This is an optimization exercise on Yosys and OpenROAD, whose aim is small area, not a production implementation. Function was checked by simulation only, so behaviour that the tests miss may differ from the original. No activity file was given, so power comes from the tool's default toggle rates.

==> flow/design.v <==
module ccu_muldiv_seq (
    input  logic        clk,
    input  logic        rst,
    input  logic        start,
    input  logic [7:0]  alu_mode,
    input  logic [31:0] src1,
    input  logic [31:0] src2,
    input  logic        flush,
    output logic        stall,
    output logic        done,
    output logic [31:0] result,
    output logic        ccu_ans_mux_sel,
    output logic [1:0]  state_dbg
);
    logic [1:0]  st;
    logic [5:0]  cnt;
    logic [2:0]  op;
    logic [33:0] a;      
    logic [31:0] b;      
    logic [31:0] d;      
    logic        negn;   
    logic        c;      
    wire idle   = (st == 2'd0);
    wire busy   = st[0] ^ st[1];
    wire is_md  = (alu_mode[7:4] == 4'h4);
    wire accept = idle & start & is_md & ~flush;
    wire step   = ~cnt[5];
    wire last   = &cnt[4:0];
    wire dv     = (st == 2'd2) & step;               
    wire mstep  = (st == 2'd1) & step;               
    wire is_div = op[2] & ~op[1];
    wire is_rem = op[2] & op[1];
    wire msign  = ~op[2] & ~op[1] & op[0];           
    wire mhigh  = ~op[2] & (op[1] | op[0]);          
    wire sgn_d  = op[2] ? ~op[0] : msign;
    wire negd   = sgn_d & d[31];
    wire align  = is_rem & cnt[5] & (cnt[4:0] == 5'd0);
    wire corr   = is_rem & cnt[5] & (cnt[4:0] == 5'd1);
    wire fix    = cnt[5] & ~align;                   
    wire term   = cnt[5] & (&cnt[4:1]) & (cnt[0] | ~is_rem);
    wire        gate = dv | (mstep & b[0]) | (corr & a[32]);
    wire        sub  = dv ? (~a[33] ^ negd)
                          : ((mstep & last & b[0] & (op[1] ^ op[0]) & ~op[2]) | (corr & negd));
    wire [32:0] y    = ({33{gate}} & {sgn_d & d[31], d}) ^ {33{sub}};
    logic [32:0] s;
    mds_add33 u_add (.x(a[32:0]), .y(y), .ci(sub), .s(s));
    wire        e_n  = (&s) | (c & a[0]);
    wire q1     = b[30];                             
    wire negn_e = negn & ~(is_div & q1);             
    wire inv_e  = is_div ? (negn_e ^ negd) : negn_e;
    wire c0     = is_rem ? (negn & e_n) : (inv_e ^ (negn_e & e_n));
    wire inv    = op[2] & (is_div ? (negn ^ negd) : negn);
    wire sin    = (is_rem | mhigh) ? s[0] : b[0];
    wire t      = sin ^ inv;
    wire o      = is_rem ? (t & ~c) : (t ^ c);
    always_ff @(posedge clk or posedge rst) begin
        if (rst) begin
            st <= 2'd0;
        end else begin
            case (st)
                2'd0: if (accept) st <= alu_mode[2] ? 2'd2 : 2'd1;
                2'd3: st <= 2'd0;
                default: begin
                    if (flush) st <= 2'd0;
                    else if (term) st <= 2'd3;
                end
            endcase
        end
    end
    wire        ml   = busy & ~dv;                   
    wire        a32  = align ? a[33] : (msign & s[32]);
    wire [33:0] a_dv = {s[32], s[32:0], b[30] ^ negn};
    wire [33:0] a_ml = {s[32], a32, s[32:1]};
    wire [33:0] a_in = {33'd0, src1[31] & alu_mode[2] & alu_mode[0]};
    wire [33:0] a_n  = ({34{dv}} & a_dv) | ({34{ml}} & a_ml) | ({34{idle}} & a_in);
    wire [31:0] b_dv = {b[30:0], ~s[32]};
    wire [31:0] b_ml = {fix ? o : s[0], b[31:1]};
    wire [31:0] b_n  = ({32{idle}} & src1) | ({32{dv}} & b_dv) | ({32{ml}} & b_ml);
    always_ff @(posedge clk) begin
        a <= a_n;
        b <= b_n;
        if (idle) begin
            cnt  <= '0;
            op   <= alu_mode[2:0];
            d    <= src2;
            negn <= alu_mode[2] & ~alu_mode[0] & src1[31];
            c    <= 1'b0;
        end else begin
            cnt <= cnt + 6'd1;
            if (dv) begin
                if (last) begin
                    c    <= c0;
                    negn <= negn_e;
                end else begin
                    c <= e_n;
                end
            end else if (fix & is_div) begin
                c <= c & t;
            end
        end
    end
    assign stall           = accept | busy;
    assign done            = (st == 2'd3);
    assign ccu_ans_mux_sel = done;
    assign state_dbg       = st;
    assign result          = {o, b[31:1]};
endmodule
module mds_add33 (
    input  logic [32:0] x,
    input  logic [32:0] y,
    input  logic        ci,
    output logic [32:0] s
);
    logic g0, p0, g1, p1, c11, c22;
    mds_gp #(.W(11)) u_gp0 (.x(x[10:0]),  .y(y[10:0]),  .g(g0), .p(p0));
    mds_gp #(.W(11)) u_gp1 (.x(x[21:11]), .y(y[21:11]), .g(g1), .p(p1));
    assign c11 = g0 | (p0 & ci);
    assign c22 = g1 | (p1 & c11);
    mds_rca #(.W(11)) u_r0 (.x(x[10:0]),  .y(y[10:0]),  .ci(ci),  .s(s[10:0]));
    mds_rca #(.W(11)) u_r1 (.x(x[21:11]), .y(y[21:11]), .ci(c11), .s(s[21:11]));
    mds_rca #(.W(11)) u_r2 (.x(x[32:22]), .y(y[32:22]), .ci(c22), .s(s[32:22]));
endmodule
module mds_gp #(
    parameter int W = 11
) (
    input  logic [W-1:0] x,
    input  logic [W-1:0] y,
    output logic         g,
    output logic         p
);
    always_comb begin
        g = 1'b0;
        for (int i = 0; i < W; i++) g = (x[i] & y[i]) | ((x[i] | y[i]) & g);
    end
    assign p = &(x | y);
endmodule
module mds_rca #(
    parameter int W = 11
) (
    input  logic [W-1:0] x,
    input  logic [W-1:0] y,
    input  logic         ci,
    output logic [W-1:0] s
);
    logic [W:0] c;
    always_comb begin
        c[0] = ci;
        for (int i = 0; i < W; i++) begin
            s[i]   = x[i] ^ y[i] ^ c[i];
            c[i+1] = (x[i] & y[i]) | (c[i] & (x[i] ^ y[i]));
        end
    end
endmodule
clock: 10.5 ns
lec_check: 0
cap_margin: 20
core_margin: 2
core_utilization: 40
slew_margin: 20
synth_hierarchical: 1
synth_minimum_keep_size: 0
run.sh (not shown) runs the stock make flow with config.mk's settings and CLKGATE_MAP_FILE= SYNTH_SCRIPT=/design/flow/synth_recipe.tcl, a recipe that flattens the netlist after the stock synthesis.
==> next run, changes <==
==> flow/flow/run.sh (new file) <==
#!/bin/bash
# The standard layout with two changes, passed to ORFS through its own
# variables: single-drive buffers on the ports, and a clock tree of
# clkbuf_8 cells without dummy balancing loads, and
# power recovery (downsizing gates off the critical paths) after global route. Make's full output (every
# ORFS step also keeps its own log under orfs/logs) goes to flow_make.log.
set -euo pipefail
export BUFFER_PORTS_ARGS="-buffer_cell sky130_fd_sc_hd__buf_1"
export RECOVER_POWER=100
export CTS_ARGS="-sink_clustering_enable -repair_clock_nets -buf_list sky130_fd_sc_hd__clkbuf_8 -dont_use_dummy_load"
bash standard.sh > flow_make.log 2>&1
==> flow/standard.sh (new file) <==
#!/bin/bash
# synth_recipe.tcl (not shown) runs the flow's synth.tcl, then flattens the netlist and writes it again
# the make line also repeats each setting of config.mk as NAME=value (left out here)
make -C /OpenROAD-flow-scripts/flow DESIGN_CONFIG=/design/flow/config.mk WORK_HOME=/design/flow/orfs CLKGATE_MAP_FILE= SYNTH_SCRIPT=/design/flow/synth_recipe.tcl "${@:-finish}"
- CTS_BUF_LIST: not set -> sky130_fd_sc_hd__clkbuf_8
removed: flow/run.sh
What happened:
- The new run finished with capacitance limit, slew limit left
- combinational power decreases by a few percent
- wire length went down by a few percent
- design area drops by roughly a tenth
- clock-buffer cell count is lower by 2
- maximum frequency went down by a few percent
- register-to-register slack degrades by 0.36 ns
- global-route usage is lower by 0.71 points
- worst setup slack degrades by 0.36 ns
- utilization came out lower by 6.1 points
- clock skew climbs by 0.030 ns
==> next run, changes <==
==> flow/flow/run.sh (replaced) <==
#!/bin/bash
# The standard layout with two changes, passed to ORFS through its own
# variables: single-drive buffers on the ports, and a clock tree of
# clkbuf_8 cells without dummy balancing loads. Make's full output (every
# ORFS step also keeps its own log under orfs/logs) goes to flow_make.log.
set -euo pipefail
export BUFFER_PORTS_ARGS="-buffer_cell sky130_fd_sc_hd__buf_1"
export CTS_ARGS="-sink_clustering_enable -repair_clock_nets -buf_list sky130_fd_sc_hd__clkbuf_8 -dont_use_dummy_load"
bash standard.sh > flow_make.log 2>&1
Result:
- This time the run produced a clean layout
- worst setup slack gains 0.45 ns
- power decreases slightly
- final cell count stays the same
- clock-buffer cell count stays the same
- routed wire length stays flat
- design area barely changes
- sequential share of layout area decreases by 0.12 points
==> next run, changes <==
==> flow/flow/run.sh (replaced) <==
#!/bin/bash
set -euo pipefail
export BUFFER_PORTS_ARGS="-buffer_cell sky130_fd_sc_hd__buf_1"
bash standard.sh > flow_make.log 2>&1
- CTS_BUF_LIST: sky130_fd_sc_hd__clkbuf_8 -> not set
=>
- The changed run ran to the end with no violations
- sequential cell count is unchanged
- hold slack gains 0.020 ns
- cell area rises by a few percent

-- afterwards: timing with drivers on the ports --
Ports are ideal in the flow. The routed layouts listed here were re-timed in OpenROAD. Step 1, drivers: a clkbuf_16 drives clk and a buf_2 each remaining input, both assumed. Step 2 moves the port delays by t, midway between the first and last clock arrival at a register: inputs arrive t later, outputs are due t later. That takes back most of the time a late clock gives input paths. Three values: ideal, step 1, step 2; two values: the first two.
run	shift t [ns]	setup WS [ns]	worst setup path at the end	clock arrival spread, ns	worst data-port slew with drivers (ns)
the first run	0.397	1.644 / 1.644 / 1.644	register to register	0.008 / 0.008	0.06
the second run	0.415	1.279 / 1.279 / 1.279	register to register	0.038 / 0.038	0.04
the third run	0.411	1.728 / 1.728 / 1.728	register to register	0.037 / 0.038	0.04
the fourth run	0.401	1.690 / 1.690 / 1.690	register to register	0.013 / 0.013	0.04
